This design comes from an exercise in tuning for small area, a short achievable clock period and few clock cycles on the open sky130 flow, not from production work.
Where RTL was checked, it was by simulation tests only, not by an equivalence proof against the original.
The RTL of runs 3 and 4 was laid out without a check of its function.
Power and IR drop assume default switching activity.

[flow/run.sh]
#!/bin/bash
set -euo pipefail
bash standard.sh SETUP_SLACK_MARGIN=5.6 finish > flow_standard.log 2>&1
[standard.sh]
#!/bin/bash
# synth_recipe.tcl (not shown) runs the flow's synth.tcl, then flattens the netlist and writes it again
# the make line also repeats each setting of config.mk as NAME=value (left out here)
make -C /OpenROAD-flow-scripts/flow DESIGN_CONFIG=/design/flow/config.mk WORK_HOME=/design/flow/orfs CLKGATE_MAP_FILE= SYNTH_SCRIPT=/design/flow/synth_recipe.tcl "${@:-finish}"
[config.mk]
export PLATFORM = sky130hd
export DESIGN_NAME = laser_dot_centroid_ranger
export DESIGN_NICKNAME = laser_dot_centroid_ranger
export VERILOG_FILES = /design/flow/design.v
export SDC_FILE = /design/flow/constraint.sdc
export NUM_CORES = 4
export LEC_CHECK = 0
export CAP_MARGIN = 20
export CORE_MARGIN = 2
export CORE_UTILIZATION = 40
export SETUP_SLACK_MARGIN = 5
export SLEW_MARGIN = 20
export SYNTH_MEMORY_MAX_BITS = 16384
export TNS_END_PERCENT = 100
[constraint.sdc]
create_clock -name core_clock -period 9.0 [get_ports {i_clk}]
set_input_delay 1.8000 -clock core_clock [delete_from_list [all_inputs] [get_ports {i_clk}]]
set_output_delay 1.8000 -clock core_clock [all_outputs]
set_load 0.01 [all_outputs]
[design.v]
package ldcr_pkg;
    localparam int COL_W  = 10;
    localparam int ROW_W  = 10;
    localparam int PIX_W  = 8;
    localparam int CNT_W  = 20;
    localparam int SUM_W  = 30;
    localparam int LEFT_W = 10;
    localparam int CROP_W = 11;
    localparam int COEF_W = 32;
endpackage
import ldcr_pkg::*;
module ldcr_pix (
    input  logic              i_clk,
    input  logic              i_rst_n,
    input  logic              i_vld,
    input  logic              i_last,
    input  logic [47:0]       i_data,
    input  logic [LEFT_W-1:0] i_left,
    input  logic [CROP_W-1:0] i_width,
    input  logic [CROP_W-1:0] i_rows,
    output logic              o_hit,
    output logic              o_last,
    output logic [COL_W-1:0]  o_col,
    output logic [ROW_W-1:0]  o_row,
    output logic              o_l2
);
    localparam logic [1535:0] TAB_DL = 1536'h000000031c71c30c30c2fbefbefbeebaebaeb6db6db6cb2cb2caebaebaeaaaaaaaa69a69a68a28a28a279e79e79a69a69a59659659249249238e38e38a28a28a18618618608208207df7df7de79e79e75d75d75c71c71c6db6db6db69a69a6996596596186186175d75d75965965955555555145145144d34d34d24924924514514504104103cf3cf3ce38e38e38d34d34d30c30c30b2cb2cb28a000000000000000000000000000000000000000000000000000000000000000000000000000;
    function automatic logic [5:0] tab_dl(input logic [7:0] k);
        tab_dl = TAB_DL[k * 6 +: 6];
    endfunction
    localparam logic [4095:0] TAB_L = 4096'h0505050505050505050505050505050404040404040404040404040404040404040404040404040404040404040404040404040404040404040404040404040404040404040404040404040303030303030303030303030303030303030303030303030303030303030303030303030303030303030303030303030303030303030303030303030202020202020202020202020202020202020202020202020202020202020202020202020202020202020202020202020202020202020202020202020101010101010101010101010101010101010101010101010101010101010101010101010101010101010101010101010101010101010101010101ffff0505050505050505050505050505050504040404040404040404040404040404040404040404040404040404040404040404040404040404040404040404040404040404040404040404040303030303030303030303030303030303030303030303030303030303030303030303030303030303030303030303030303030303030303030303030302020202020202020202020202020202020202020202020202020202020202020202020202020202020202020202020202020202020202020202020201010101010101010101010101010101010101010101010101010101010101010101010101010101010101010101010101010101010101010101ffff;
    function automatic logic [7:0] tab_l(input logic [8:0] k);
        tab_l = TAB_L[k * 8 +: 8];
    endfunction
    localparam logic [4095:0] TAB_H = 4096'h83838282818180807f7e7e7d7d7c7c7b7b7b7a79797878777776767575747473737272717170706f6e6e6e6d6d6c6b6b6a6a69696868676766666565646463636262616160605f5f5e5e5d5c5c5c5b5a5a59595858575756565555545453535252515150504f4f4e4d4d4c4c4b4b4a4a49494848474746464545444443434242414140403f3f3e3d3d3c3c3b3b3a3a39393838373736363535343433333232313130302f2f2e2d2d2c2c2b2b2a2a29292828272726262525242423232222212120201f1e1e1d1d1c1c1b1b1a1a19191818171716161515141413131212111110100f0e0e0d0d0c0c0b0b0a0a090908080707060605050404030302020101000083838282818180807f7e7e7d7d7c7c7c7b7b7a79797878777776767575747473737272717170706f6e6e6e6d6d6c6b6b6a6a69696868676766666565646463636262616160605f5f5e5e5d5c5c5c5b5a5a59595858575756565555545453535252515150504f4f4e4d4d4c4c4b4b4a4a49494848474746464545444443434242414140403f3f3e3e3d3c3c3b3b3a3a39393838373736363535343433333232313130302f2f2e2d2d2c2c2b2b2a2a29292828272726262525242423232222212120201f1f1e1d1d1c1c1b1b1a1a19191818171716161515141413131212111110100f0e0e0d0d0c0c0b0b0a0a0909080807070606050504040303020201010000;
    function automatic logic [7:0] tab_h(input logic [8:0] k);
        tab_h = TAB_H[k * 8 +: 8];
    endfunction
    logic [COL_W-1:0] col;
    logic [ROW_W-1:0] row;
    logic [PIX_W-1:0] blu, grn, red;
    logic             in_win, gt, rmax, rok, sat_hi, pre_ok;
    logic [2:0]       mlim;
    logic [PIX_W:0]   gb, bg, rb, rg;
    logic [PIX_W-1:0] d, a;
    always_comb begin
        col    = i_data[9:0];
        row    = i_data[19:10];
        blu    = i_data[27:20];
        grn    = i_data[35:28];
        red    = i_data[43:36];
        in_win = (col >= i_left)
              && ({2'b0, col} < ({2'b0, i_left} + {1'b0, i_width}))
              && ({1'b0, row} < i_rows);
        gb     = {1'b0, grn} - {1'b0, blu};
        bg     = {1'b0, blu} - {1'b0, grn};
        rb     = {1'b0, red} - {1'b0, blu};
        rg     = {1'b0, red} - {1'b0, grn};
        gt     = bg[PIX_W];
        rmax   = !rb[PIX_W] && !rg[PIX_W];
        rok    = (red >= 8'd50) && (red <= 8'd250);
        d      = gt ? rb[PIX_W-1:0] : rg[PIX_W-1:0];
        a      = gt ? gb[PIX_W-1:0] : bg[PIX_W-1:0];
        if (red < 8'd57)        mlim = 3'd1;
        else if (red < 8'd114)  mlim = 3'd2;
        else if (red < 8'd170)  mlim = 3'd3;
        else if (red < 8'd226)  mlim = 3'd4;
        else if (red == 8'd226) mlim = 3'd5;
        else if (red == 8'd227) mlim = 3'd4;
        else                    mlim = 3'd5;
        sat_hi = gt ? (blu >= {5'b0, mlim}) : (grn >= {5'b0, mlim});
        pre_ok = i_vld && in_win && rmax && rok && sat_hi;
    end
    logic             r_p, r_gt, r_l;
    logic [PIX_W-1:0] r_d, r_a;
    logic [5:0]       r_dl;
    logic [COL_W-1:0] r_c;
    logic [ROW_W-1:0] r_r;
    always_ff @(posedge i_clk) begin
        if (!i_rst_n) begin
            r_p <= 1'b0;
            r_l <= 1'b0;
        end else begin
            r_p <= pre_ok;
            r_l <= i_vld && i_last;
        end
    end
    always_ff @(posedge i_clk) begin
        r_gt <= gt;
        r_d  <= d;
        r_a  <= a;
        r_dl <= tab_dl(red);
        r_c  <= col;
        r_r  <= row;
    end
    logic             red_ok, r_h3, r_l3;
    logic [COL_W-1:0] r_c3;
    logic [ROW_W-1:0] r_r3;
    always_comb begin
        red_ok = (r_d >= {2'b0, r_dl})
              && (r_a >= tab_l({r_gt, r_d})) && (r_a <= tab_h({r_gt, r_d}));
    end
    always_ff @(posedge i_clk) begin
        if (!i_rst_n) begin
            r_h3 <= 1'b0;
            r_l3 <= 1'b0;
        end else begin
            r_h3 <= r_p && red_ok;
            r_l3 <= r_l;
        end
    end
    always_ff @(posedge i_clk) begin
        r_c3 <= r_c;
        r_r3 <= r_r;
    end
    assign o_hit  = r_h3;
    assign o_last = r_l3;
    assign o_col  = r_c3;
    assign o_row  = r_r3;
    assign o_l2   = r_l;
endmodule
import ldcr_pkg::*;
module ldcr_div (
    input  logic [33:0] i_a,
    input  logic [33:0] i_b,
    input  logic        i_ci,
    output logic [33:0] o_s
);
    logic [34:0] t;
    always_comb begin
        t   = {i_a, 1'b1} + {i_b, i_ci};
        o_s = t[34:1];
    end
endmodule
import ldcr_pkg::*;
module ldcr_ctrl (
    input  logic i_clk,
    input  logic i_rst_n,
    input  logic i_s_tvalid,
    input  logic i_s_tlast,
    input  logic i_l1,      
    input  logic i_l2,      
    input  logic i_l3,      
    input  logic i_pend,
    input  logic i_free,
    input  logic i_snap,
    output logic o_s_tready
);
    logic       r_rdy, acc_last;
    logic [2:0] n_next;
    always_comb begin
        acc_last = i_s_tvalid && r_rdy && i_s_tlast;
        n_next   = 3'(acc_last) + 3'(i_l1) + 3'(i_l2)
                 + 3'(i_l3 && !i_snap) + 3'(i_pend && !i_snap);
    end
    always_ff @(posedge i_clk) begin
        if (!i_rst_n) begin
            r_rdy <= 1'b1;
        end else begin
            r_rdy <= (n_next == 3'd0) || ((n_next == 3'd1) && i_free && !i_snap);
        end
    end
    assign o_s_tready = r_rdy;
endmodule
import ldcr_pkg::*;
module ldcr_dp (
    input  logic              i_clk,
    input  logic              i_rst_n,
    input  logic              i_hit,
    input  logic              i_last,
    input  logic [COL_W-1:0]  i_col,
    input  logic [ROW_W-1:0]  i_row,
    input  logic [COEF_W-1:0] i_off,
    input  logic [COEF_W-1:0] i_slope,
    input  logic [COEF_W-1:0] i_shift,
    input  logic              i_m_tready,
    output logic              o_free,
    output logic              o_snap,
    output logic              o_pend,
    output logic              o_done,
    output logic              o_m_tvalid,
    output logic [55:0]       o_m_tdata,
    output logic [1:0]        o_m_tuser
);
    logic [CNT_W-1:0] r_cnt, cnt_b;
    logic [SUM_W-1:0] r_csum, r_rsum, csum_b, rsum_b;
    logic             r_pend, r_done, add, snap, free;
    logic             r_idle, r_rdiv, r_cdiv, r_minit, r_dabs, r_mul, r_neg1, r_neg2, r_div, r_fin;
    logic             r_ovld;
    always_comb begin
        free   = r_idle && !r_ovld;
        snap   = (r_done || r_pend) && free;
        cnt_b  = snap ? '0 : r_cnt;
        csum_b = snap ? '0 : r_csum;
        rsum_b = snap ? '0 : r_rsum;
        add    = i_hit && (cnt_b != '1);
    end
    always_ff @(posedge i_clk) begin
        if (!i_rst_n) begin
            r_cnt  <= '0;
            r_csum <= '0;
            r_rsum <= '0;
        end else if (add) begin
            r_cnt  <= cnt_b + 1'b1;
            r_csum <= csum_b + SUM_W'(i_col);
            r_rsum <= rsum_b + SUM_W'(i_row);
        end else begin
            r_cnt  <= cnt_b;
            r_csum <= csum_b;
            r_rsum <= rsum_b;
        end
    end
    always_ff @(posedge i_clk) begin
        if (!i_rst_n) begin
            r_done <= 1'b0;
            r_pend <= 1'b0;
        end else begin
            r_done <= i_last;
            r_pend <= (r_pend || r_done) && !snap;
        end
    end
    logic [33:0]      r_r;
    logic [31:0]      r_q, r_d;
    logic [ROW_W-1:0] r_cr;
    logic [4:0]       r_n;
    logic             r_dneg, r_dz, r_neg, r_c, r_ofound, r_ook;
    logic [COL_W-1:0] r_cc;
    logic             last_n, nonzero;
    logic [33:0] a, b, s;
    logic        ci, qb;
    always_comb begin
        a = ({34{r_rdiv | r_cdiv}} & {r_r[32:0], r_q[9]})
          | ({34{r_div}}          & {r_r[32:0], r_q[31]})
          | ({34{r_mul}}          & r_r)
          | ({34{r_neg2}}         & ~r_r)
          | ({34{r_neg1}}         & ~{2'b0, r_q})
          | ({34{r_fin}}          & {2'b0, r_q})
          | ({34{r_minit}}        & {{2{i_shift[31]}}, i_shift});
        b = ({34{r_rdiv | r_cdiv | r_div | r_dabs}} & ({2'b0, r_d} ^ {34{!r_r[33] | r_dabs}}))
          | ({34{r_mul & r_q[0]}}          & {{2{i_slope[31]}}, i_slope})
          | ({34{r_minit}}                 & {8'b0, r_cr, 16'b0});
        ci = ((r_rdiv | r_cdiv | r_div) & !r_r[33]) | r_dabs | r_neg1
           | (r_neg2 & r_c) | (r_fin & r_neg);
        qb = !s[33];
        last_n  = ((r_rdiv || r_cdiv) && r_n == 5'd9) || (r_mul && r_n == 5'd15)
               || (r_div && r_n == 5'd31);
        nonzero = r_cnt != '0;
    end
    always_ff @(posedge i_clk) begin
        if (!i_rst_n) begin
            r_idle  <= 1'b1;
            r_rdiv  <= 1'b0;
            r_cdiv  <= 1'b0;
            r_minit <= 1'b0;
            r_dabs  <= 1'b0;
            r_mul   <= 1'b0;
            r_neg1  <= 1'b0;
            r_neg2  <= 1'b0;
            r_div   <= 1'b0;
            r_fin   <= 1'b0;
            r_ovld  <= 1'b0;
        end else begin
            r_idle  <= (r_idle && !(snap && nonzero)) || r_fin;
            r_rdiv  <= (r_idle && snap && nonzero) || (r_rdiv && !last_n);
            r_cdiv  <= (r_rdiv && last_n) || (r_cdiv && !last_n);
            r_minit <= r_cdiv && last_n;
            r_dabs  <= r_minit;
            r_mul   <= r_dabs || (r_mul && !last_n);
            r_neg1  <= r_mul && last_n;
            r_neg2  <= r_neg1 && r_r[33];
            r_div   <= (r_neg1 && !r_r[33]) || r_neg2 || (r_div && !last_n);
            r_fin   <= r_div && last_n;
            r_ovld  <= (r_ovld && !i_m_tready) || (snap && !nonzero) || r_fin;
        end
    end
    always_ff @(posedge i_clk) begin
        if (!i_rst_n || snap) begin
            r_n <= '0;
        end else if (r_rdiv || r_cdiv || r_mul || r_div) begin
            r_n <= last_n ? 5'd0 : r_n + 1'b1;
        end
    end
    always_ff @(posedge i_clk) begin
        if (snap) begin
            r_d      <= {12'b0, r_cnt};
            r_r      <= {14'b0, r_rsum[SUM_W-1:COL_W]};
            r_q      <= {r_csum[SUM_W-1:COL_W], 2'b0, r_rsum[COL_W-1:0]};
            r_cc     <= r_csum[COL_W-1:0];
            r_cr     <= '0;
            r_ofound <= nonzero;
            r_ook    <= 1'b0;
        end
        if (r_rdiv || r_cdiv) begin
            r_r      <= s;
            r_q[9:0] <= {r_q[8:0], qb};
        end
        if (r_rdiv && last_n) begin
            r_cr     <= {r_q[8:0], qb};
            r_r      <= {14'b0, r_q[31:12]};
            r_q[9:0] <= r_cc;
        end
        if (r_div) begin
            r_r <= s;
            r_q <= {r_q[30:0], qb ^ r_neg};
        end
        if (r_minit) begin
            r_cc   <= r_q[9:0];
            r_r    <= {{2{i_off[31]}}, i_off};
            r_q    <= {22'b0, r_cr};
            r_d    <= s[31:0];
            r_dneg <= s[33];
        end
        if (r_dabs) begin
            r_dz <= ({r_dneg, r_d} == '0);
            if (r_dneg) r_d <= s[31:0];
        end
        if (r_mul) begin
            r_r <= {s[33], s[33:1]};
            r_q <= {s[0], r_q[31:1]};
        end
        if (r_neg1) begin
            r_neg <= r_r[33] ^ r_dneg;
            if (r_r[33]) begin
                r_q <= s[31:0];
                r_c <= !s[32];
            end
        end
        if (r_neg2) begin
            r_r <= s;
        end
        if (r_fin) begin
            if (r_dz)         r_r <= '0;
            else if (r_q[31] ^ r_neg) r_r <= {2'b0, r_neg ? 32'h8000_0000 : 32'h7FFF_FFFF};
            else              r_r <= {2'b0, s[31:0]};
            r_ook <= !r_dz;
        end
    end
    ldcr_div u_add (
        .i_a  (a),
        .i_b  (b),
        .i_ci (ci),
        .o_s  (s)
    );
    assign o_free     = free;
    assign o_snap     = snap;
    assign o_pend     = r_pend;
    assign o_done     = r_done;
    assign o_m_tvalid = r_ovld;
    assign o_m_tdata  = {4'b0, r_r[31:0], r_cr, r_cc};
    assign o_m_tuser  = {r_ook, r_ofound};
endmodule
import ldcr_pkg::*;
module laser_dot_centroid_ranger (
    input  logic                 i_clk,
    input  logic                 i_rst_n,
    input  logic                 s_axis_tvalid,
    output logic                 s_axis_tready,
    input  logic [47:0]          s_axis_tdata,
    input  logic                 s_axis_tlast,
    output logic                 m_axis_tvalid,
    input  logic                 m_axis_tready,
    output logic [55:0]          m_axis_tdata,
    output logic [1:0]           m_axis_tuser,
    input  logic                 i_cfg_we,
    input  logic [2:0]           i_cfg_idx,
    input  logic [COEF_W-1:0]    i_cfg_data
);
    logic [LEFT_W-1:0] r_left;
    logic [CROP_W-1:0] r_width, r_rows;
    logic [COEF_W-1:0] r_off, r_slope, r_shift;
    always_ff @(posedge i_clk) begin
        if (!i_rst_n) begin
            r_left  <= LEFT_W'(224);
            r_width <= CROP_W'(192);
            r_rows  <= CROP_W'(479);
            r_off   <= '0;
            r_slope <= '0;
            r_shift <= '0;
        end else if (i_cfg_we) begin
            case (i_cfg_idx)
                3'd0: r_left  <= i_cfg_data[LEFT_W-1:0];
                3'd1: r_width <= i_cfg_data[CROP_W-1:0];
                3'd2: r_rows  <= i_cfg_data[CROP_W-1:0];
                3'd3: r_off   <= i_cfg_data;
                3'd4: r_slope <= i_cfg_data;
                3'd5: r_shift <= i_cfg_data;
                default: ;
            endcase
        end
    end
    logic             pix_acc, hit, last2, last3, free, snap, pend, done;
    logic [COL_W-1:0] col;
    logic [ROW_W-1:0] row;
    assign pix_acc = s_axis_tvalid && s_axis_tready;
    ldcr_ctrl u_ctrl (
        .i_clk      (i_clk),
        .i_rst_n    (i_rst_n),
        .i_s_tvalid (s_axis_tvalid),
        .i_s_tlast  (s_axis_tlast),
        .i_l1       (last2),
        .i_l2       (last3),
        .i_l3       (done),
        .i_pend     (pend),
        .i_free     (free),
        .i_snap     (snap),
        .o_s_tready (s_axis_tready)
    );
    ldcr_pix u_pix (
        .i_clk   (i_clk),
        .i_rst_n (i_rst_n),
        .i_vld   (pix_acc),
        .i_last  (s_axis_tlast),
        .i_data  (s_axis_tdata),
        .i_left  (r_left),
        .i_width (r_width),
        .i_rows  (r_rows),
        .o_hit   (hit),
        .o_last  (last3),
        .o_col   (col),
        .o_row   (row),
        .o_l2    (last2)
    );
    ldcr_dp u_dp (
        .i_clk      (i_clk),
        .i_rst_n    (i_rst_n),
        .i_hit      (hit),
        .i_last     (last3),
        .i_col      (col),
        .i_row      (row),
        .i_off      (r_off),
        .i_slope    (r_slope),
        .i_shift    (r_shift),
        .i_m_tready (m_axis_tready),
        .o_free     (free),
        .o_snap     (snap),
        .o_pend     (pend),
        .o_done     (done),
        .o_m_tvalid (m_axis_tvalid),
        .o_m_tdata  (m_axis_tdata),
        .o_m_tuser  (m_axis_tuser)
    );
endmodule
==> results of run 1 <==
[registers in the layout, summed over array words and instances (netlist names), 11 cells and up, named ones only]
register,count
r_slope,32
u_dp.r_cnt,20
r_shift,32
r_off,32
u_dp.r_csum,30
u_dp.r_r,34
u_dp.r_q,32
r_width,11
u_dp.r_d,32
u_dp.r_rsum,30
r_rows,11
[routing by layer]
layer / share of wire, % / vias up
li1: - / 12840
met1: 42 / 13083
met2: 44 / 1261
met3: 8.0 / 319
met4: 5.9 / 4
met5: 0.026 / -
[worst paths after layout]
path | startpoint | endpoint | slack, ps | cells past startpoint
setup / recovery | u_dp.r_r[33]$_SDFFCE_PP0P_ | u_dp.r_r[28]$_DFFE_PP_ | 4660 | 15
hold / removal | u_pix.r_r[6]$_DFF_P_ | u_pix.r_r3[6]$_DFF_P_ | 320 | 0
setup reg to reg | u_dp.r_r[33]$_SDFFCE_PP0P_ | u_dp.r_r[28]$_DFFE_PP_ | 4660 | 15
hold reg to reg | u_pix.r_r[6]$_DFF_P_ | u_pix.r_r3[6]$_DFF_P_ | 320 | 0
[layout make-up]
cell class              instances  area [µm²]  share of cell area, %
well taps                     882        1100                   3.14
multi-input cells            2714       18600                   52.9
inverters                     117         502                   1.43
clock inverters                17         226                  0.644
diodes                          1        2.50                0.00712
flip-flops and latches        418        9000                   25.6
clock buffers                  75        1510                   4.29
repair buffers                421        4200                   11.9
[per-stage QoR]
stage | cell area [µm²] | instances | hold WS [ps] | utilization [%] | total power, mW
after floorplan | 27900 | 3508 | 310 | - | 2.59
after global placement | 29500 | 4315 | 311 | 43.2 | 2.81
after detailed placement | 29500 | 4315 | 313 | 43.2 | 2.82
after CTS | 34000 | 4580 | 326 | 49.8 | 5.05
after global routing | 35100 | 4644 | 329 | 51.5 | 5.30
final | 35100 | 4645 | 324 | 51.5 | 5.10
[logic make-up after synthesis]
logic type      Yosys count  share of synthesized area [%]
compound gates         1020                           24.5
fa+ha+maj               185                           8.70
other cells               1                         0.0137
flops                   418                           32.7
mux                      71                           2.65
xor+xnor                158                           5.04
buf+inv                 379                           5.74
simple gates           1273                           20.7
[layout by cell type (no fill, tap or decap), types with 15 or more instances in the layout]
cell type	instances
clkbuf_16	56
nand2_1	602
nand4_1	21
a31oi_1	35
a221oi_2	18
clkdlybuf4s50_1	67
o21ai_1	37
a21oi_1	174
a21oi_2	24
nor2b_1	29
ha_2	17
a21boi_0	130
ha_1	142
a221oi_1	67
xnor2_1	53
dfxtp_1	344
o21ai_0	205
nand2b_1	33
a22oi_1	22
nor2_1	264
ha_4	15
nand3_1	72
o211ai_1	51
buf_12	23
a211oi_1	17
buf_6	23
o21a_1	22
inv_1	92
a21o_1	36
and3_1	36
buf_4	222
nor4_1	18
o31ai_1	15
and2_1	56
dlygate4sd2_1	54
nor3_1	40
mux2i_1	57
xor2_1	76
edfxtp_1	60
[where the power goes]
group / internal (mW) / switching [mW] / total, mW
combinational: 0.435 / 0.529 / 0.964
sequential: 1.94 / 0.0576 / 2.00
clock: 1.28 / 0.861 / 2.14
total: 3.65 / 1.45 / 5.10
[Yosys cell counts (7+ instances only)]
master / number / area (µm²)
o21ai_0: 247 / 1240
a221o_1: 10 / 100
o21ai_1: 10 / 50.1
nor4_1: 18 / 113
a21oi_1: 209 / 1050
nand4_1: 21 / 131
and3_1: 40 / 250
mux2_2: 12 / 135
a31oi_1: 36 / 225
or3_1: 11 / 68.8
nor2b_1: 31 / 194
nor3_1: 49 / 245
a22o_1: 8 / 70.1
mux2i_1: 59 / 591
nand2b_1: 36 / 225
clkbuf_1: 199 / 747
a2111oi_0: 8 / 70.1
a21o_1: 37 / 278
o22ai_1: 13 / 81.3
nand2_1: 611 / 2290
buf_4: 38 / 285
nand3_1: 75 / 375
or2_2: 7 / 43.8
xor2_1: 87 / 762
ha_1: 174 / 2180
o31ai_1: 20 / 150
a22oi_1: 23 / 173
nor2_1: 282 / 1060
inv_1: 109 / 409
a221oi_1: 85 / 744
o21bai_1: 12 / 90.1
a21boi_0: 138 / 1040
edfxtp_1: 60 / 1800
and2_1: 60 / 375
o21a_1: 23 / 173
a211oi_1: 27 / 203
dfxtp_1: 358 / 7170
and4_1: 7 / 61.3
fa_1: 10 / 200
buf_1: 24 / 90.1
xnor2_1: 71 / 622
o211ai_1: 51 / 383
[what timing repair did]
item	in CTS	in global routing
setup buffers	158	60
pin swaps	97	94
gates resized for setup	383	163
setup endpoints to repair	243	158
gates cloned	15	4
==> results.py, run 1 <==
metrics = {
    "global_route": {
        "busiest_layer": "met2",
        "grt_usage_pct": 28.2,
        "grt_max_degree": 102,
        "grt_pass1_vias": 25210,
        "use_met1_pct": 37.3,
        "use_met3_pct": 5.18,
        "gr-usage-met2_pct": 43.8,
        "grt_pass1_wl_um": 154000,
        "gr-total-overflow": 0,
        "antenna_found_initial": 4,
    },
    "cts": {
        "clock_latency_ps": 630,
        "root_buffer": "clkbuf_16",
        "clkTransAtPathRegs_ps": 70,
        "cts_tree": "done",
        "cts_sinks": 418,
        "cts_made_buffers": 49,
        "htreeDepth": 2,
        "clock_path_buffers": 3,
        "holdBufCountCts": 0,
    },
    "sta": {
        "hold_viol_final": 0,
        "finalMaxSlewViolations": 0,
        "skew_ps": 36.5,
        "relSlewSlack_pct": 25.8,
        "finalSetupViolCount": 0,
        "fin_crit_ps": 4340,
        "post-route-period-util_pct": 48.3,
        "finalSetupTns_ps": 0,
        "worstMarginPinSlew_ps": 1100,
        "fmax_mhz": 230,
        "layout_setup_ws_ps": 4660,
        "rsz0062_at_grt": "true",
    },
    "worst_setup_path": {
        "crit_chain": "inv_1 > nor2_4 > buf_12 > xor2_1 > o21ai_0 > ha_1 > and4_4 > nor4b_4 > or4_4 > a221oi_4 > a21oi_2 > or4_4 > o211ai_4 > nor4_1 > or4_1",
        "path_buf_inv": 2,
        "criticalPathCategory": "flip-flop to flip-flop",
        "cp_top_family": "simple AND/OR/NAND/NOR gates",
        "cp-end-kind": "flip-flop",
        "critPathMaxFanout": 32,
        "slowest_stage": "or4_4",
        "critPathArrivalTime_ps": 4710,
        "worst_path_most_repeated_cell": "or4_4",
        "crit_path_max_incr_delay_ps": 550,
        "required_ps": 9360,
        "start_kind": "flip-flop",
    },
    "die": {
        "rows": 96,
        "die_x_um": 266,
        "die_height_um": 266,
        "start_util_pct": 40.2,
        "io_pins": 149,
        "die-area_mm2": 0.0707,
        "core_mm2": 0.0682,
    },
    "status": {
        "status": "finished clean",
    },
    "synthesis": {
        "synth_ff_type": "dfxtp_1",
        "synth_edf_count": 60,
        "synth_area_mm2": 0.0274,
        "synthArstFlopShare_pct": 0,
        "ys_ff_latch": 418,
        "synth_cell_types": 91,
        "synth_cells": 3505,
        "yosysSeqAreaShare_pct": 32.7,
        "ys_warn_count": 5,
        "avgSynthCellArea_um2": 7.83,
    },
    "hold_path": {
        "hold_class": "flip-flop to flip-flop",
    },
    "place": {
        "dp_hpwl_um": 69200,
        "gp_congestion": 0.960,
        "port_buffers": 140,
        "place_ws_ps": 3370,
    },
    "final_layout": {
        "syn2layout_area_growth_pct": 28.1,
        "nets": 3994,
        "fillers": 6444,
        "drive_above_1_share_pct": 18.2,
    },
    "routing": {
        "vias": 27507,
        "viasPerCell": 5.92,
        "drt_pass1_iterations": 8,
        "wire_per_inst_um": 22.5,
        "ant_nets": 0,
        "drc": 0,
        "drt-total-wl_um": 105000,
        "drt_iter0_markers": 3087,
    },
    "pwr": {
        "leakage_nw": 13.9,
        "powerDensity_mw_per_mm2": 145,
        "max-vdd-ir-drop_uv": 130,
    },
    "job": {
        "cap_violations": 0,
    },
}
Testbench counts, summed over its fixed seeds: cycles 43,097.
==> inputs of run 2 (changes only) <==
==> run.sh (new file) <==
#!/bin/bash
# synth_recipe.tcl (not shown) runs the flow's synth.tcl, then flattens the netlist and writes it again
# the make line also repeats each setting of config.mk as NAME=value (left out here)
make -C /OpenROAD-flow-scripts/flow DESIGN_CONFIG=/design/flow/config.mk WORK_HOME=/design/flow/orfs CLKGATE_MAP_FILE= SYNTH_SCRIPT=/design/flow/synth_recipe.tcl finish
removed: flow/run.sh
removed: standard.sh
==> run 2 against run 1 <==
Net effect: highest routed layer unchanged; still clean on timing, DRC and antenna; non-clock buffer count fell by 96; design area decreased by 5.3%; critical path type unchanged; clock skew decreased by 15 ps; sequential power about the same; cell count decreased by 2.2%; total power down 6.4%.
==> results.py, run 2 <==
metrics = {
    "place": {
        "dp_hpwl_um": 68600,
        "port_buffers": 140,
        "gp_congestion": 0.954,
        "place_inst": 4312,
        "place_ws_ps": 3170,
        "placed_area_mm2": 0.0292,
    },
    "global_route": {
        "antenna_found_initial": 2,
        "grt_usage_pct": 27.2,
        "busiest_layer": "met2",
        "grt_max_degree": 86,
        "use_met1_pct": 36.3,
        "gr-total-overflow": 0,
        "grt_pass1_vias": 24456,
        "grt_pass1_wl_um": 149000,
        "use_met3_pct": 4.71,
        "gr-usage-met2_pct": 42.3,
    },
    "final_layout": {
        "nets": 3898,
        "fin_area_mm2": 0.0333,
        "syn2layout_area_growth_pct": 21.3,
        "diodes": 0,
        "final_common_cell": "nand2_1",
        "fin_util_pct": 48.8,
        "final_cells": 4545,
        "seq_area_mm2": 0.00899,
        "multiInputGateArea_mm2": 0.0179,
        "layout_common_cells": "nand2_1 (606), dfxtp_1 (351), nor2_1 (273), o21ai_0 (225), a21oi_1 (195)",
        "largest_reg_flops": 34,
        "drive_above_1_share_pct": 12.5,
        "fillers": 6559,
        "top_register": "u_dp.r_r",
    },
    "sta": {
        "hold_viol_final": 0,
        "fmax_mhz": 225,
        "finalSetupViolCount": 0,
        "layout_setup_ws_ps": 4560,
        "rsz0062_at_grt": "true",
        "fin_crit_ps": 4440,
        "post-route-period-util_pct": 49.3,
        "finalSetupTns_ps": 0,
        "finalMaxSlewViolations": 0,
        "worstMarginPinSlew_ps": 1150,
        "skew_ps": 21.8,
        "relSlewSlack_pct": 23.0,
    },
    "die": {
        "io_pins": 149,
        "start_util_pct": 40.2,
        "core_mm2": 0.0682,
        "die-area_mm2": 0.0707,
        "die_height_um": 266,
        "die_x_um": 266,
        "rows": 96,
    },
    "synthesis": {
        "synth_common_cells": "nand2_1 (611), dfxtp_1 (358), nor2_1 (282)",
        "ys_ff_latch": 418,
        "synth_top_area_share_pct": 26.1,
        "avgSynthCellArea_um2": 7.83,
        "synth_edf_count": 60,
        "ys_warn_count": 5,
        "synth_cells": 3505,
        "yosysMostFrequentCell": "nand2_1",
        "yosysSeqAreaShare_pct": 32.7,
        "synthArstFlopShare_pct": 0,
        "synth_top_cell_by_area": "dfxtp_1",
        "synth_cell_types": 91,
        "synth_area_leaders": "dfxtp_1 (26%), nand2_1 (8.4%), ha_1 (7.9%), edfxtp_1 (6.6%), o21ai_0 (4.5%)",
        "synth_ff_type": "dfxtp_1",
        "synth_area_mm2": 0.0274,
    },
    "routing": {
        "wire_per_inst_um": 21.9,
        "ant_nets": 0,
        "vias": 26604,
        "viasPerCell": 5.85,
        "drt_pass1_iterations": 8,
        "drt_iter0_markers": 2653,
        "drc": 0,
        "drt-total-wl_um": 99600,
    },
    "worst_setup_path": {
        "crit_chain": "or3_4 > buf_12 > buf_4 > nand2_1 > nand3_1 > ha_2 > a21oi_2 > a21oi_2 > or4_4 > a221oi_4 > a21oi_2 > or4_4 > o211ai_2 > nor4_1 > or4_1",
        "critPathMaxFanout": 17,
        "required_ps": 9330,
        "critPathArrivalTime_ps": 4770,
        "crit_path_max_incr_delay_ps": 560,
        "cp-end-kind": "flip-flop",
        "worst_path_most_repeated_cell": "a21oi_2",
        "slowest_stage": "or4_4",
        "start_kind": "flip-flop",
        "criticalPathCategory": "flip-flop to flip-flop",
    },
    "job": {
        "cap_violations": 0,
    },
    "cts": {
        "htreeDepth": 2,
        "cts_sinks": 418,
        "cts_tree": "done",
        "cts_made_buffers": 49,
        "holdBufCountCts": 0,
        "clock_latency_ps": 600,
        "clock_path_buffers": 3,
        "root_buffer": "clkbuf_16",
        "clkTransAtPathRegs_ps": 60,
    },
    "status": {
        "status": "finished clean",
    },
    "pwr": {
        "powerDensity_mw_per_mm2": 144,
        "leakage_nw": 13.0,
        "max-vdd-ir-drop_uv": 144,
    },
    "hold_path": {
        "hold_class": "flip-flop to flip-flop",
    },
}
==> run 2: kinds of logic after synthesis <==
group                    after synthesis  share of synthesized area [%]
adder cells (fa/ha/maj)              185                           8.70
AO/OA/AOI/OAI                       1020                           24.5
XOR/XNOR                             158                           5.04
buffers and inverters                379                           5.74
flip-flops                           418                           32.7
multiplexers                          71                           2.65
AND/OR/NAND/NOR                     1273                           20.7
other                                  1                         0.0137
==> run 2: metrics by stage <==
| stage | power [mW] | hold WS [ps] |
|---|---|---|
| detailed placement | 2.81 | 312 |
| CTS | 4.76 | 315 |
| finish | 4.78 | 324 |
| global placement | 2.80 | 310 |
| floorplan | 2.58 | 310 |
| global route | 4.99 | 329 |
==> run 2: per-layer routing <==
layer | share of wire, % | routed length (µm)
met1 | 42 | 42100
met2 | 44 | 43800
met3 | 7.9 | 7850
met4 | 5.8 | 5810
met5 | 0.080 | 80
==> run 2: report_power, final <==
group,switching (mW),internal (mW)
registers,0.0608,1.94
clock network,0.825,1.11
logic,0.480,0.359
==> run 2: critical path: cells and delay by family, from the launching register on <==
| family | cells | cell delay (ps) |
|---|---|---|
| adders and majority gates | 1 | 370 |
| and+or+nand+nor | 7 | 2170 |
| buffers and inverters | 2 | 330 |
| AOI/OAI and AO/OA | 5 | 920 |
| DFF | 1 | 360 |
==> run 2: path summary, 6_finish.rpt <==
path	from	end	slack, ps	depth (start not counted)
max	u_dp.r_div$_SDFF_PN0_	u_dp.r_r[28]$_DFFE_PP_	4560	15
min	u_pix.r_r[7]$_DFF_P_	u_pix.r_r3[7]$_DFF_P_	320	0
max reg2reg	u_dp.r_div$_SDFF_PN0_	u_dp.r_r[28]$_DFFE_PP_	4560	15
min reg2reg	u_pix.r_r[7]$_DFF_P_	u_pix.r_r3[7]$_DFF_P_	320	0
==> run 2: area by class of cell <==
| class | instances | area share, % |
|---|---|---|
| multi-input cells | 2714 | 53.9 |
| flip-flops and latches | 418 | 27.0 |
| repair buffers | 325 | 9.79 |
| clock buffers | 80 | 4.40 |
| well taps | 882 | 3.32 |
| inverters | 117 | 1.37 |
| clock inverters | 9 | 0.184 |
==> run 2: repair_timing <==
action / 4_1_cts / 5_1_grt
pin swaps: 44 / 77
buffers inserted: 86 / 45
cloned: 9 / 3
setup endpoints to repair: 148 / 92
gates resized for setup: 163 / 157
==> inputs of run 3 (changes only) <==
--- a/design.v
+++ b/design.v
@@ -30,2 +30,6 @@
     endfunction
+    localparam logic [2047:0] TAB_DH = 2048'h0000000000f5f4f3f2f1f0efeeedecebeae9e8e7e6e5e4e3e2e1e0dfdfdddddcdbdad9d8d7d6d5d4d3d2d1d0cfcecdcccbcac9c8c7c6c5c4c3c2c1c0bfbebdbcbbbab9b8b7b6b5b4b3b2b1b0afaeadacabaaa9a8a7a6a6a5a4a3a2a1a09f9e9d9c9b9a999897969594939291908f8e8d8c8b8a898887868584838281807f7e7d7c7b7a797877767574737271706f6f6e6d6c6b6a696867666564636261605f5e5d5c5b5a595857565554535251504f4e4d4c4b4a494847464544434241403f3e3d3c3b3a393837373635343332310000000000000000000000000000000000000000000000000000000000000000000000000000000000000000000000000000;
+    function automatic logic [7:0] tab_dh(input logic [7:0] k);
+        tab_dh = TAB_DH[k * 8 +: 8];
+    endfunction
     localparam logic [4095:0] TAB_L = 4096'h0505050505050505050505050505050404040404040404040404040404040404040404040404040404040404040404040404040404040404040404040404040404040404040404040404040303030303030303030303030303030303030303030303030303030303030303030303030303030303030303030303030303030303030303030303030202020202020202020202020202020202020202020202020202020202020202020202020202020202020202020202020202020202020202020202020101010101010101010101010101010101010101010101010101010101010101010101010101010101010101010101010101010101010101010101ffff0505050505050505050505050505050504040404040404040404040404040404040404040404040404040404040404040404040404040404040404040404040404040404040404040404040303030303030303030303030303030303030303030303030303030303030303030303030303030303030303030303030303030303030303030303030302020202020202020202020202020202020202020202020202020202020202020202020202020202020202020202020202020202020202020202020201010101010101010101010101010101010101010101010101010101010101010101010101010101010101010101010101010101010101010101ffff;
@@ -41,4 +45,3 @@
     logic [PIX_W-1:0] blu, grn, red;
-    logic             in_win, gt, rmax, rok, sat_hi, pre_ok;
-    logic [2:0]       mlim;
+    logic             in_win, gt, rmax, rok, pre_ok;
     logic [PIX_W:0]   gb, bg, rb, rg;
@@ -63,14 +66,6 @@
         a      = gt ? gb[PIX_W-1:0] : bg[PIX_W-1:0];
-        if (red < 8'd57)        mlim = 3'd1;
-        else if (red < 8'd114)  mlim = 3'd2;
-        else if (red < 8'd170)  mlim = 3'd3;
-        else if (red < 8'd226)  mlim = 3'd4;
-        else if (red == 8'd226) mlim = 3'd5;
-        else if (red == 8'd227) mlim = 3'd4;
-        else                    mlim = 3'd5;
-        sat_hi = gt ? (blu >= {5'b0, mlim}) : (grn >= {5'b0, mlim});
-        pre_ok = i_vld && in_win && rmax && rok && sat_hi;
+        pre_ok = i_vld && in_win && rmax && rok;
     end
     logic             r_p, r_gt, r_l;
-    logic [PIX_W-1:0] r_d, r_a;
+    logic [PIX_W-1:0] r_d, r_a, r_dh;
     logic [5:0]       r_dl;
@@ -92,2 +87,3 @@
         r_dl <= tab_dl(red);
+        r_dh <= tab_dh(red);
         r_c  <= col;
@@ -99,3 +95,3 @@
     always_comb begin
-        red_ok = (r_d >= {2'b0, r_dl})
+        red_ok = (r_d >= {2'b0, r_dl}) && (r_d <= r_dh)
               && (r_a >= tab_l({r_gt, r_d})) && (r_a <= tab_h({r_gt, r_d}));
@@ -123,12 +119,23 @@
 module ldcr_div (
-    input  logic [33:0] i_a,
-    input  logic [33:0] i_b,
-    input  logic        i_ci,
-    output logic [33:0] o_s
+    input  logic             i_clk,
+    input  logic             i_load,
+    input  logic [SUM_W-1:0] i_sum,
+    input  logic             i_step,
+    input  logic [CNT_W-1:0] i_dvs,
+    output logic [COL_W-1:0] o_quo
 );
-    logic [34:0] t;
+    logic [SUM_W:0]   r_c;         
+    logic [CNT_W+1:0] sh, nx;
     always_comb begin
-        t   = {i_a, 1'b1} + {i_b, i_ci};
-        o_s = t[34:1];
+        sh = {r_c[SUM_W:COL_W], r_c[COL_W-1]};
+        nx = r_c[SUM_W] ? sh + {2'b0, i_dvs} : sh - {2'b0, i_dvs};
     end
+    always_ff @(posedge i_clk) begin
+        if (i_load) begin
+            r_c <= {1'b0, i_sum};
+        end else if (i_step) begin
+            r_c <= {nx[CNT_W:0], r_c[COL_W-2:0], !nx[CNT_W+1]};
+        end
+    end
+    assign o_quo = r_c[COL_W-1:0];
 endmodule
@@ -187,3 +194,3 @@
     logic             r_pend, r_done, add, snap, free;
-    logic             r_idle, r_rdiv, r_cdiv, r_minit, r_dabs, r_mul, r_neg1, r_neg2, r_div, r_fin;
+    logic             r_idle, r_cdiv, r_minit, r_dabs, r_mul, r_neg1, r_neg2, r_div, r_fin;
     logic             r_ovld;
@@ -226,9 +233,9 @@
     logic             r_dneg, r_dz, r_neg, r_c, r_ofound, r_ook;
-    logic [COL_W-1:0] r_cc;
+    logic [COL_W-1:0] cc;
     logic             last_n, nonzero;
     logic [33:0] a, b, s;
+    logic [34:0] t;
     logic        ci, qb;
     always_comb begin
-        a = ({34{r_rdiv | r_cdiv}} & {r_r[32:0], r_q[9]})
-          | ({34{r_div}}          & {r_r[32:0], r_q[31]})
+        a = ({34{r_cdiv | r_div}} & {r_r[32:0], r_q[31]})
           | ({34{r_mul}}          & r_r)
@@ -238,9 +245,11 @@
           | ({34{r_minit}}        & {{2{i_shift[31]}}, i_shift});
-        b = ({34{r_rdiv | r_cdiv | r_div | r_dabs}} & ({2'b0, r_d} ^ {34{!r_r[33] | r_dabs}}))
+        b = ({34{r_cdiv | r_div | r_dabs}} & ({2'b0, r_d} ^ {34{!r_r[33] | r_dabs}}))
           | ({34{r_mul & r_q[0]}}          & {{2{i_slope[31]}}, i_slope})
-          | ({34{r_minit}}                 & {8'b0, r_cr, 16'b0});
-        ci = ((r_rdiv | r_cdiv | r_div) & !r_r[33]) | r_dabs | r_neg1
+          | ({34{r_minit}}                 & {8'b0, r_q[9:0], 16'b0});
+        ci = ((r_cdiv | r_div) & !r_r[33]) | r_dabs | r_neg1
            | (r_neg2 & r_c) | (r_fin & r_neg);
+        t  = {a, 1'b1} + {b, ci};
+        s  = t[34:1];
         qb = !s[33];
-        last_n  = ((r_rdiv || r_cdiv) && r_n == 5'd9) || (r_mul && r_n == 5'd15)
+        last_n  = (r_cdiv && r_n == 5'd9) || (r_mul && r_n == 5'd15)
                || (r_div && r_n == 5'd31);
@@ -251,3 +260,2 @@
             r_idle  <= 1'b1;
-            r_rdiv  <= 1'b0;
             r_cdiv  <= 1'b0;
@@ -263,4 +271,3 @@
             r_idle  <= (r_idle && !(snap && nonzero)) || r_fin;
-            r_rdiv  <= (r_idle && snap && nonzero) || (r_rdiv && !last_n);
-            r_cdiv  <= (r_rdiv && last_n) || (r_cdiv && !last_n);
+            r_cdiv  <= (r_idle && snap && nonzero) || (r_cdiv && !last_n);
             r_minit <= r_cdiv && last_n;
@@ -278,3 +285,3 @@
             r_n <= '0;
-        end else if (r_rdiv || r_cdiv || r_mul || r_div) begin
+        end else if (r_cdiv || r_mul || r_div) begin
             r_n <= last_n ? 5'd0 : r_n + 1'b1;
@@ -286,4 +293,3 @@
             r_r      <= {14'b0, r_rsum[SUM_W-1:COL_W]};
-            r_q      <= {r_csum[SUM_W-1:COL_W], 2'b0, r_rsum[COL_W-1:0]};
-            r_cc     <= r_csum[COL_W-1:0];
+            r_q      <= {r_rsum[COL_W-1:0], 22'b0};
             r_cr     <= '0;
@@ -292,10 +298,5 @@
         end
-        if (r_rdiv || r_cdiv) begin
-            r_r      <= s;
-            r_q[9:0] <= {r_q[8:0], qb};
-        end
-        if (r_rdiv && last_n) begin
-            r_cr     <= {r_q[8:0], qb};
-            r_r      <= {14'b0, r_q[31:12]};
-            r_q[9:0] <= r_cc;
+        if (r_cdiv) begin
+            r_r <= s;
+            r_q <= {r_q[30:0], qb};
         end
@@ -306,5 +307,5 @@
         if (r_minit) begin
-            r_cc   <= r_q[9:0];
+            r_cr   <= r_q[9:0];
             r_r    <= {{2{i_off[31]}}, i_off};
-            r_q    <= {22'b0, r_cr};
+            r_q    <= {22'b0, r_q[9:0]};
             r_d    <= s[31:0];
@@ -337,7 +338,9 @@
     end
-    ldcr_div u_add (
-        .i_a  (a),
-        .i_b  (b),
-        .i_ci (ci),
-        .o_s  (s)
+    ldcr_div u_cdiv (
+        .i_clk  (i_clk),
+        .i_load (snap),
+        .i_sum  (r_csum),
+        .i_step (r_cdiv),
+        .i_dvs  (r_d[CNT_W-1:0]),
+        .o_quo  (cc)
     );
@@ -348,3 +351,3 @@
     assign o_m_tvalid = r_ovld;
-    assign o_m_tdata  = {4'b0, r_r[31:0], r_cr, r_cc};
+    assign o_m_tdata  = {4'b0, r_r[31:0], r_cr, cc};
     assign o_m_tuser  = {r_ook, r_ofound};
==> run 3 against run 2 <==
Net effect: still clean on timing, DRC and antenna; die area is 8.9% higher; hold slack better by 1.3 ps; non-clock buffer count is 38 lower; cell count is 8.0% higher; wire length is 5.7% higher; largest cell class unchanged.
==> results.py, run 3 <==
metrics = {
    "status": {
        "status": "finished clean",
    },
    "sta": {
        "rsz0062_at_grt": "true",
        "finalMaxSlewViolations": 0,
        "finalSetupTns_ps": 0,
        "post-route-period-util_pct": 45.4,
        "hold_viol_final": 0,
        "skew_ps": 36.4,
        "worstMarginPinSlew_ps": 1120,
        "finalSetupViolCount": 0,
        "relSlewSlack_pct": 25.3,
        "fmax_mhz": 245,
        "fin_crit_ps": 4090,
    },
    "synthesis": {
        "ys_ff_latch": 446,
        "ys_warn_count": 5,
        "synthArstFlopShare_pct": 0,
        "synth_cells": 3847,
        "avgSynthCellArea_um2": 7.77,
        "synth_ff_type": "dfxtp_1",
        "yosysMostFrequentCell": "nand2_1",
        "synth_common_cells": "nand2_1 (693), a21oi_1 (399), dfxtp_1 (366)",
        "yosysSeqAreaShare_pct": 32.5,
        "synth_edf_count": 80,
        "synth_cell_types": 95,
        "synth_top_cell_by_area": "dfxtp_1",
        "synth_area_mm2": 0.0299,
        "synth_area_leaders": "dfxtp_1 (25%), ha_1 (9.1%), nand2_1 (8.7%), edfxtp_1 (8.0%), a21oi_1 (6.7%)",
        "synth_top_area_share_pct": 24.5,
    },
    "worst_setup_path": {
        "critPathCapture": "u_dp.r_r[28]$_DFFE_PP_",
        "slowest_stage": "edfxtp_1",
        "r2r_start": "u_dp.r_r[33]$_SDFFCE_PP0P_",
        "crit_path_max_incr_delay_ps": 430,
        "required_ps": 9340,
        "crit_chain": "inv_2 > nor2_4 > buf_6 > buf_16 > xnor2_1 > a221o_1 > ha_2 > inv_1 > o21ai_0 > a21oi_1 > o221a_2 > and2_4 > o21bai_4 > xnor2_2 > a22o_1 > a2111oi_4 > o31a_1",
        "r2r_setup_slack_ps": 4910,
        "critPathLaunch": "u_dp.r_r[33]$_SDFFCE_PP0P_",
        "start_kind": "flip-flop",
        "critPathMaxFanout": 7,
        "critPathArrivalTime_ps": 4420,
        "rr_worst_depth": 17,
        "rr_endpoint": "u_dp.r_r[28]$_DFFE_PP_",
        "cp-end-kind": "flip-flop",
        "criticalPathCategory": "flip-flop to flip-flop",
    },
    "cts": {
        "clock_path_buffers": 3,
        "cts_made_buffers": 50,
        "cts_sinks": 446,
        "root_buffer": "clkbuf_16",
        "cts_tree": "done",
        "holdBufCountCts": 0,
        "htreeDepth": 2,
        "clkTransAtPathRegs_ps": 60,
        "clock_latency_ps": 620,
    },
    "global_route": {
        "grt_pass1_vias": 25831,
        "antenna_found_initial": 9,
        "gr-total-overflow": 0,
        "grt_pass1_wl_um": 157000,
        "grt_usage_pct": 26.0,
        "grt_max_degree": 76,
    },
    "die": {
        "io_pins": 149,
        "die_height_um": 277,
        "start_util_pct": 40.3,
        "core_mm2": 0.0742,
        "die_x_um": 277,
        "rows": 100,
        "die-area_mm2": 0.0770,
    },
    "final_layout": {
        "layout_common_cells": "nand2_1 (688), a21oi_1 (380), dfxtp_1 (353), nor2_1 (299), o21ai_0 (200)",
        "final_cells": 4910,
        "multiInputGateArea_mm2": 0.0194,
        "largest_reg_flops": 34,
        "final_common_cell": "nand2_1",
        "seq_area_mm2": 0.00977,
        "diodes": 0,
        "drive_above_1_share_pct": 11.1,
        "syn2layout_area_growth_pct": 18.3,
        "fillers": 7232,
        "top_register": "u_dp.r_r",
        "nets": 4220,
    },
    "pwr": {
        "max-vdd-ir-drop_uv": 158,
        "powerDensity_mw_per_mm2": 165,
        "leakage_nw": 14.0,
        "power.total_mw": 5.83,
    },
    "routing": {
        "ant_nets": 0,
        "wire_per_inst_um": 21.4,
        "drt-total-wl_um": 105000,
        "viasPerCell": 5.83,
        "vias": 28637,
        "drt_pass1_iterations": 6,
        "drt_iter0_markers": 3414,
        "drc": 0,
    },
    "place": {
        "dp_hpwl_um": 71700,
        "place_inst": 4721,
        "port_buffers": 140,
        "gp_congestion": 0.935,
    },
    "hold_path": {
        "hold_class": "flip-flop to flip-flop",
    },
    "job": {
        "cap_violations": 0,
    },
}
==> run 3: stage by stage <==
step	util (%)	setup slack [ps]	area, µm²	hold slack (ps)
2_1_floorplan	-	5000	30000	310
3_3_place_gp	42.6	3490	31600	310
3_5_place_dp	42.6	3520	31600	312
4_1_cts	46.2	4950	34300	325
5_1_grt	47.7	4800	35400	331
6_report	47.7	4910	35400	325
==> run 3: worst min path at each step <==
stage / from / endpoint / cells after the start
after floorplan: u_pix.r_c[0]$_DFF_P_ / u_pix.r_c3[0]$_DFF_P_ / 0
after global placement: u_pix.r_c[1]$_DFF_P_ / u_pix.r_c3[1]$_DFF_P_ / 0
after detailed placement: u_pix.r_c[4]$_DFF_P_ / u_pix.r_c3[4]$_DFF_P_ / 0
after CTS: u_pix.r_c[3]$_DFF_P_ / u_pix.r_c3[3]$_DFF_P_ / 0
after global routing: u_pix.r_r[6]$_DFF_P_ / u_pix.r_r3[6]$_DFF_P_ / 0
final: u_pix.r_r[8]$_DFF_P_ / u_pix.r_r3[8]$_DFF_P_ / 0
==> run 3: power by group <==
| part | switching [mW] | total (mW) | leakage, nW | internal, mW |
|---|---|---|---|---|
| logic | 0.866 | 1.53 | 9.45 | 0.661 |
| clock network | 0.874 | 2.00 | 0.765 | 1.13 |
| registers | 0.134 | 2.30 | 3.74 | 2.16 |
| total | 1.87 | 5.83 | 14.0 | 3.95 |
==> run 3: what timing repair did <==
item	in CTS	in global routing
pin swaps	35	71
setup buffers	44	43
resized for setup	127	158
endpoints found under the setup margin	140	83
cloned	9	3
==> run 3: worst max-delay path: cells and delay by family, from the launching register on <==
family	cells	cell delay, ps
AOI/OAI and AO/OA	8	1840
xor gates and xnor gates	2	200
adders and majority gates	1	420
buffers and inverters	4	440
DFF	1	430
and+or+nand+nor	2	450
==> run 3: per-layer routing <==
metal	track usage, %	share of wire [%]	up-vias	wire [µm]
met5	0	0.12	-	126
met4	9.74	4.0	18	4180
met3	5.84	9.3	213	9770
met2	40.3	44	1181	46300
met1	35.3	43	13592	44900
li1	-	-	13633	-
==> run 3: logic make-up after synthesis <==
kind of cell / count (synthesis) / share of synthesized area (%)
other: 1 / 0.0125
adder cells (fa/ha/maj): 232 / 9.95
AND/OR/NAND/NOR: 1397 / 20.4
flip-flops: 446 / 32.5
XOR/XNOR: 193 / 5.65
multiplexers: 73 / 2.62
AO/OA/AOI/OAI: 1076 / 22.5
buffers and inverters: 429 / 6.23
==> run 3: area by class of cell <==
class | instances | area share, %
well taps | 969 | 3.43
inverters | 140 | 1.52
repair buffers | 287 | 8.24
flip-flops and latches | 446 | 27.6
clock buffers | 71 | 4.02
multi-input cells | 2978 | 54.8
clock inverters | 19 | 0.375
==> inputs of run 4 (changes only) <==
--- a/config.mk
+++ b/config.mk
@@ -10,3 +10,3 @@
 export CORE_UTILIZATION = 40
-export SETUP_SLACK_MARGIN = 5
+export SETUP_SLACK_MARGIN = 4
 export SLEW_MARGIN = 20
==> run 4 against run 3 <==
Net effect: still clean on timing, DRC and antenna; hold slack worse by 3.0 ps; synthesized cell count stayed put; clock-buffer cell count rose by 9; via count decreased by 3.4%; fmax fell by 15%; non-clock buffer count decreased by 95; register-to-register slack got worse by 730 ps; area after synthesis unchanged; critical path depth decreased by 2; core utilization shrank 2.6 points; critical path type unchanged; largest cell class unchanged; largest power group unchanged; highest routed layer unchanged.
==> results.py, run 4 <==
metrics = {
    "cts": {
        "htreeDepth": 2,
        "root_buffer": "clkbuf_16",
        "cts_sinks": 446,
        "cts_made_buffers": 52,
        "clock_path_buffers": 3,
        "cts_tree": "done",
        "clkTransAtPathRegs_ps": 60,
        "clock_latency_ps": 610,
    },
    "worst_setup_path": {
        "crit_chain": "inv_1 > nor2_4 > buf_6 > xor2_1 > o21ai_0 > ha_1 > and4_1 > a211o_1 > o2111ai_1 > and2_1 > a21oi_2 > xnor2_1 > a221oi_1 > o21bai_1 > o311ai_1",
        "start_kind": "flip-flop",
        "rr_worst_depth": 15,
        "slowest_stage": "edfxtp_1",
        "crit_path_max_incr_delay_ps": 560,
        "critPathArrivalTime_ps": 5140,
        "criticalPathCategory": "flip-flop to flip-flop",
        "cp-end-kind": "flip-flop",
        "critPathMaxFanout": 32,
        "required_ps": 9320,
    },
    "synthesis": {
        "synth_ff_type": "dfxtp_1",
        "synth_top_cell_by_area": "dfxtp_1",
        "yosysMostFrequentCell": "nand2_1",
        "ys_warn_count": 5,
        "synthArstFlopShare_pct": 0,
        "synth_edf_count": 80,
        "synth_cell_types": 95,
        "synth_top_area_share_pct": 24.5,
        "synth_area_mm2": 0.0299,
        "synth_common_cells": "nand2_1 (693), a21oi_1 (399), dfxtp_1 (366)",
        "yosysSeqAreaShare_pct": 32.5,
        "synth_area_leaders": "dfxtp_1 (25%), ha_1 (9.1%), nand2_1 (8.7%), edfxtp_1 (8.0%), a21oi_1 (6.7%)",
        "synth_cells": 3847,
        "avgSynthCellArea_um2": 7.77,
        "ys_ff_latch": 446,
    },
    "die": {
        "start_util_pct": 40.3,
        "io_pins": 149,
        "rows": 100,
        "die_height_um": 277,
        "die-area_mm2": 0.0770,
        "core_mm2": 0.0742,
        "die_x_um": 277,
    },
    "sta": {
        "rsz0062_at_grt": "false",
        "skew_ps": 24.6,
        "worstMarginPinSlew_ps": 1130,
        "fmax_mhz": 208,
        "hold_viol_final": 0,
        "finalSetupTns_ps": 0,
        "finalSetupViolCount": 0,
        "relSlewSlack_pct": 24.4,
        "finalMaxSlewViolations": 0,
        "holdWs_ps": 323,
        "post-route-period-util_pct": 53.5,
        "fin_crit_ps": 4810,
    },
    "final_layout": {
        "layout_common_cells": "nand2_1 (692), a21oi_1 (396), dfxtp_1 (360), nor2_1 (306), o21ai_0 (219)",
        "top_register": "u_dp.r_r",
        "syn2layout_area_growth_pct": 11.8,
        "seq_area_mm2": 0.00974,
        "nets": 4125,
        "drive_above_1_share_pct": 5.12,
        "final_cells": 4822,
        "fin_area_mm2": 0.0334,
        "fillers": 7444,
        "final_common_cell": "nand2_1",
        "largest_reg_flops": 34,
        "multiInputGateArea_mm2": 0.0184,
    },
    "global_route": {
        "grt_pass1_wl_um": 151000,
        "grt_usage_pct": 24.8,
        "antenna_found_initial": 17,
        "gr-total-overflow": 0,
        "grt_max_degree": 89,
        "grt_pass1_vias": 25404,
    },
    "pwr": {
        "leakage_nw": 13.3,
        "max-vdd-ir-drop_uv": 139,
        "power.total_mw": 5.89,
        "powerDensity_mw_per_mm2": 176,
    },
    "routing": {
        "ant_nets": 0,
        "drt_pass1_iterations": 6,
        "vias": 27665,
        "drt-total-wl_um": 99000,
        "viasPerCell": 5.74,
        "drc": 0,
        "wire_per_inst_um": 20.5,
        "drt_iter0_markers": 3090,
    },
    "job": {
        "cap_violations": 0,
    },
    "place": {
        "gp_congestion": 0.939,
        "placed_area_mm2": 0.0316,
        "port_buffers": 140,
        "place_inst": 4721,
        "dp_hpwl_um": 71700,
    },
    "status": {
        "status": "finished clean",
    },
    "hold_path": {
        "hold_class": "flip-flop to flip-flop",
        "min_path_cells": 0,
    },
}
run 4: cell counts after synthesis:
Identical to the previous run, type by type.
run 4: area by class of cell:
cell class | count | share of cell area [%]
multi-input combinational | 2976 | 55.1
sequential | 446 | 29.1
timing repair buffer | 192 | 5.43
clock buffer | 80 | 4.67
tap | 969 | 3.63
inverter | 140 | 1.58
clock inverter | 16 | 0.442
antenna | 3 | 0.0225
run 4: worst max-delay path: cells and delay by family, from the launching register on:
kind / cells / cell delay, ps
AND/OR/NAND/NOR: 3 / 600
flip-flops: 1 / 560
adder cells (fa/ha/maj): 1 / 410
AO/OA/AOI/OAI: 7 / 1690
XOR/XNOR: 2 / 710
buffers and inverters: 2 / 540
run 4: per-layer routing:
metal	GRT usage, %	wire (µm)	vias to the layer above
met5	0	178	-
met4	7.62	3010	26
met3	5.79	8540	178
met2	38.6	43800	1017
met1	34.1	43500	13009
li1	-	-	13435
run 4: timing repair:
| action | CTS | global route |
|---|---|---|
| buffers inserted | 0 | 1 |
| hold buffers | 0 | 0 |
| gates resized for setup | 2 | 14 |
| setup endpoints to repair | 3 | 39 |
| cloned | 0 | 1 |
| pin swaps | 0 | 1 |
| hold endpoints to repair | 0 | 0 |
run 4: per-stage QoR:
step / util (%) / setup WS, ps
finish: 45.0 / 4190
global route: 45.0 / 4010
CTS: 44.9 / 4040
detailed placement: 42.6 / 3490
global placement: 42.6 / 3560
floorplan: - / 4710
run 4: cell families (layout without fill, tap and decap cells):
kind of cell	Yosys count	count (layout)	synth area share [%]
muxes	73	73	2.62
xor gates and xnor gates	193	193	5.65
DFF	446	446	32.5
adders and majority gates	232	232	9.95
buffers and inverters	429	428	6.23
and+or+nand+nor	1397	1398	20.4
AOI/OAI and AO/OA	1076	1076	22.5
other	1	7	0.0125
run 4: power breakdown:
group | internal, mW | switching [mW]
clock network | 1.25 | 0.881
registers | 2.16 | 0.125
logic | 0.633 | 0.836
total | 4.05 | 1.84
run 4: worst paths after layout:
kind / from / end / slack [ps]
hold / removal: u_pix.r_r[1]$_DFF_P_ / u_pix.r_r3[1]$_DFF_P_ / 320
hold reg to reg: u_pix.r_r[1]$_DFF_P_ / u_pix.r_r3[1]$_DFF_P_ / 320
setup reg to reg: u_dp.r_r[33]$_SDFFCE_PP0P_ / u_dp.r_r[30]$_DFFE_PP_ / 4190
setup / recovery: u_dp.r_r[33]$_SDFFCE_PP0P_ / u_dp.r_r[30]$_DFFE_PP_ / 4190

[separate check: timing with driven ports]
In the flow no input, the clock included, has a driving cell. The finished layouts below were timed again as built, in two steps. Step 1, drivers: a clkbuf_16 drives i_clk and a buf_2 each remaining input, both assumed. Step 2 also shifts input and output timing later by t, the mid clock arrival at the registers, as if the neighbouring blocks saw the same clock. Slacks: ideal ports / drivers / drivers and shift; pairs: ideal ports / drivers.
run | shift t [ns] | slack for setup (ns) | latest minus earliest clock arrival (ns) | worst data-port slew with drivers (ns)
run 1 | 0.674 | 4.655 / 4.655 / 4.615 | 0.037 / 0.037 | 0.06
run 2 | 0.649 | 4.562 / 4.562 / 4.452 | 0.025 / 0.025 | 0.05
run 3 | 0.663 | 4.914 / 4.914 / 4.481 | 0.037 / 0.037 | 0.11
run 4 | 0.659 | 4.185 / 4.185 / 3.807 | 0.026 / 0.027 | 0.08
After both steps every run listed still meets setup and hold. For run 3, which loses most, drivers alone change the setup slack by 0.000 ns; drivers and shift together by -0.433 ns.
